From an optimization exercise on the open Yosys and OpenROAD flow, aimed at small area, a short achievable clock period and few clock cycles per item; shortcuts taken in it are not production practice. At most, simulation tests tie the RTL to the original design; equivalence was not proved.

alpha:
==> flow/design.v (excerpt) <==
module rational_arith_reduce #(
   parameter int OPERAND_WIDTH = 16
) (
   input  logic                                  clock,
   input  logic                                  reset,
   input  logic                                  req_tvalid,
   output logic                                  req_tready,
   input  logic [8*((2+4*OPERAND_WIDTH+7)/8)-1:0] req_tdata,
   output logic                                  rsp_tvalid,
   input  logic                                  rsp_tready,
   output logic [71:0]                           rsp_tdata,
   output logic                                  rsp_tuser
);
Size in the first run: roughly 2900 cells after synthesis, about 320 flip-flops, ~26000 um^2 of cells after synthesis.
==> flow/config.mk <==
export PLATFORM = sky130hd
export DESIGN_NAME = rational_arith_reduce
export DESIGN_NICKNAME = rational_arith_reduce
export VERILOG_FILES = /design/flow/design.v
export SDC_FILE = /design/flow/constraint.sdc
export NUM_CORES = 4
export LEC_CHECK = 0
export CAP_MARGIN = 20
export CORE_MARGIN = 2
export CORE_UTILIZATION = 65
export CTS_CLUSTER_DIAMETER = 100
export CTS_CLUSTER_SIZE = 24
export SLEW_MARGIN = 20
==> flow/constraint.sdc <==
create_clock -name core_clock -period 15.0 [get_ports {clock}]
set_input_delay 3.0000 -clock core_clock [delete_from_list [all_inputs] [get_ports {clock}]]
set_output_delay 3.0000 -clock core_clock [all_outputs]
set_load 0.01 [all_outputs]
standard.sh (not shown) runs the stock make flow with config.mk's settings and CLKGATE_MAP_FILE= SYNTH_SCRIPT=/design/flow/synth_recipe.tcl, a recipe that flattens the netlist after the stock synthesis.
==> flow/flow/run.sh <==
#!/bin/bash
# Standard layout (standard synthesis, floorplan, placement, CTS, routing) with
# the timing repair steps asked to leave 10.8 ns of setup slack at the design's
# clock period, so they size the critical paths up, and every port buffered
# with buf_2 rather than the default delay-buffer cell. The make output goes to
# make_finish.log; each ORFS step logs under orfs/logs/.
set -euo pipefail
bash standard.sh SETUP_SLACK_MARGIN=10.8 "BUFFER_PORTS_ARGS=-buffer_cell sky130_fd_sc_hd__buf_2" finish > make_finish.log 2>&1
Testbench counts of alpha, summed over its fixed seeds: cycles 38,469, items 2,400.
Modified inputs, beta compared to alpha
--- a/flow/design.v
+++ b/flow/design.v
@@ -153,57 +153,66 @@
    logic [NW-1:0] accn;
    logic [UW-1:0] accd;
    assign accn = {hn_q[W:0], q2_q[W:1]};
    assign accd = {hd_q[W-1:0], q1_q[W:1]};
    logic          special;
    logic          strip;
    logic          fe_rdy;
    logic          hand;
    assign special = err_q | (accn == '0);
    assign strip   = ~special & ~accn[0] & ~accd[0];
    assign fe_rdy  = (fe_st == F_POST) & ~strip;
    logic          rdy_q;
+   logic          loop_free_nx;
+   logic          fe_rdy_nx;
    assign req_tready = rdy_q;
+   assign loop_free_nx = ~hand & (~busy_q | fin);
+   assign fe_rdy_nx    = (fe_st == F_MUL) ? ((cnt_q == 3'd7) & (q2_q[3] | q1_q[3]))
+                       : (fe_st == F_POST) & (~strip | special | accn[1] | accd[1]);
    always_ff @(posedge clock) begin
       if (reset) begin
          fe_st <= F_IDLE;
          rdy_q <= 1'b1;
       end else begin
          if (rdy_q && req_tvalid)
             rdy_q <= 1'b0;
-         else if (hand)
+         else if (hand || (fe_st == F_IDLE))
             rdy_q <= 1'b1;
-         unique case (fe_st)
-            F_IDLE:  if (req_tvalid) fe_st <= F_MUL;
-            F_MUL:   if (cnt_q == 3'd7) fe_st <= F_POST;
-            F_POST:  if (hand) fe_st <= F_IDLE;
-            default: fe_st <= F_IDLE;
-         endcase
+         else
+            rdy_q <= fe_rdy_nx & loop_free_nx;
+         if (rdy_q && req_tvalid)
+            fe_st <= F_MUL;
+         else
+            unique case (fe_st)
+               F_IDLE:  ;
+               F_MUL:   if (cnt_q == 3'd7) fe_st <= F_POST;
+               F_POST:  if (hand) fe_st <= F_IDLE;
+               default: fe_st <= F_IDLE;
+            endcase
       end
    end
    always_ff @(posedge clock) begin
-      unique case (fe_st)
-         F_IDLE: begin
+      if (rdy_q) begin
             cmd_q <= req_tdata[1:0];
             xa_q  <= req_tdata[2 +: W];
             xb_q  <= req_tdata[2 + W +: W];
             q2_q  <= {req_tdata[2 + 2*W +: W], 1'b0};
             q1_q  <= {req_tdata[2 + 3*W +: W], 1'b0};
             sd_q  <= in_sd;
             dg_q  <= digits(req_tdata[1:0], in_sd, {req_tdata[2 + 3*W +: 2], 1'b0},
                             {req_tdata[2 + 2*W +: 2], 1'b0});
             cnt_q <= '0;
             hn_q  <= '0;
             hd_q  <= '0;
-         end
+      end else unique case (fe_st)
          F_MUL: begin
             if (cnt_q == 3'd0)
                err_q <= (xb_q == '0) || (q1_q == '0) || (is_div && (q2_q == '0));
             dg_q  <= digits(cmd_q, sd_q, q1_q[4:2], q2_q[4:2]);
             q1_q  <= {sumd[1:0], q1_q[W:2]};
             q2_q  <= {sumn[1:0], q2_q[W:2]};
             hd_q  <= sumd[W+1:2];
             hn_q  <= sumn[W+2:2];
             cnt_q <= cnt_q + 1'b1;
          end
          F_POST: begin
             if (strip) begin
==> comparison <==
NOTE count of inserted tapcells alpha->beta increased slightly
A worst setup path startpoint of c0d_q[1]$_DFFE_PP_ is what alpha shows, while v_q[0]$_DFFE_PP_ belongs to beta.
beta vs. alpha: timing-limited maximum frequency lost about 1%; proportion of cell area occupied by multi-input gates moved up; share of the clock period used by the worst path after layout +0.29 points; biggest cell delay along the critical path moved up; routing usage on met1 went up 2.2 points.
Against alpha, beta comes in about 0.7% lower on total met3 wirelength after detailed routing.
NOTE: via total after detailed routing in beta exceeds that of alpha
Setup slack delta for beta relative to alpha: 0.044 ns lower
Function not checked in beta: the RTL went through the layout flow alone.

[what the ideal ports hide]
In the flow no input, the clock included, has a driving cell. The finished layouts below were timed again as built, in two steps.
Step 1 assumes that a clkbuf_16 drives the clock port and a buf_2 every other input.
Step 2 moves the port delays by t, midway between the first and last clock arrival at a register: inputs arrive t later, outputs are due t later. That takes back most of the time a late clock gives input paths.
Slacks: ideal / step 1 / step 2; pairs: ideal / step 1.
run	shift t [ns]	setup WS [ns]	clock arrival spread, ns	cell pins on the clock port's net
alpha	0.597	10.826 / 10.768 / 10.602	0.037 / 0.037	1
beta	0.593	10.782 / 10.746 / 10.641	0.028 / 0.029	1
After both steps every run listed still meets setup and hold. For alpha, which loses most, drivers alone change the setup slack by -0.058 ns; drivers and shift together by -0.224 ns.
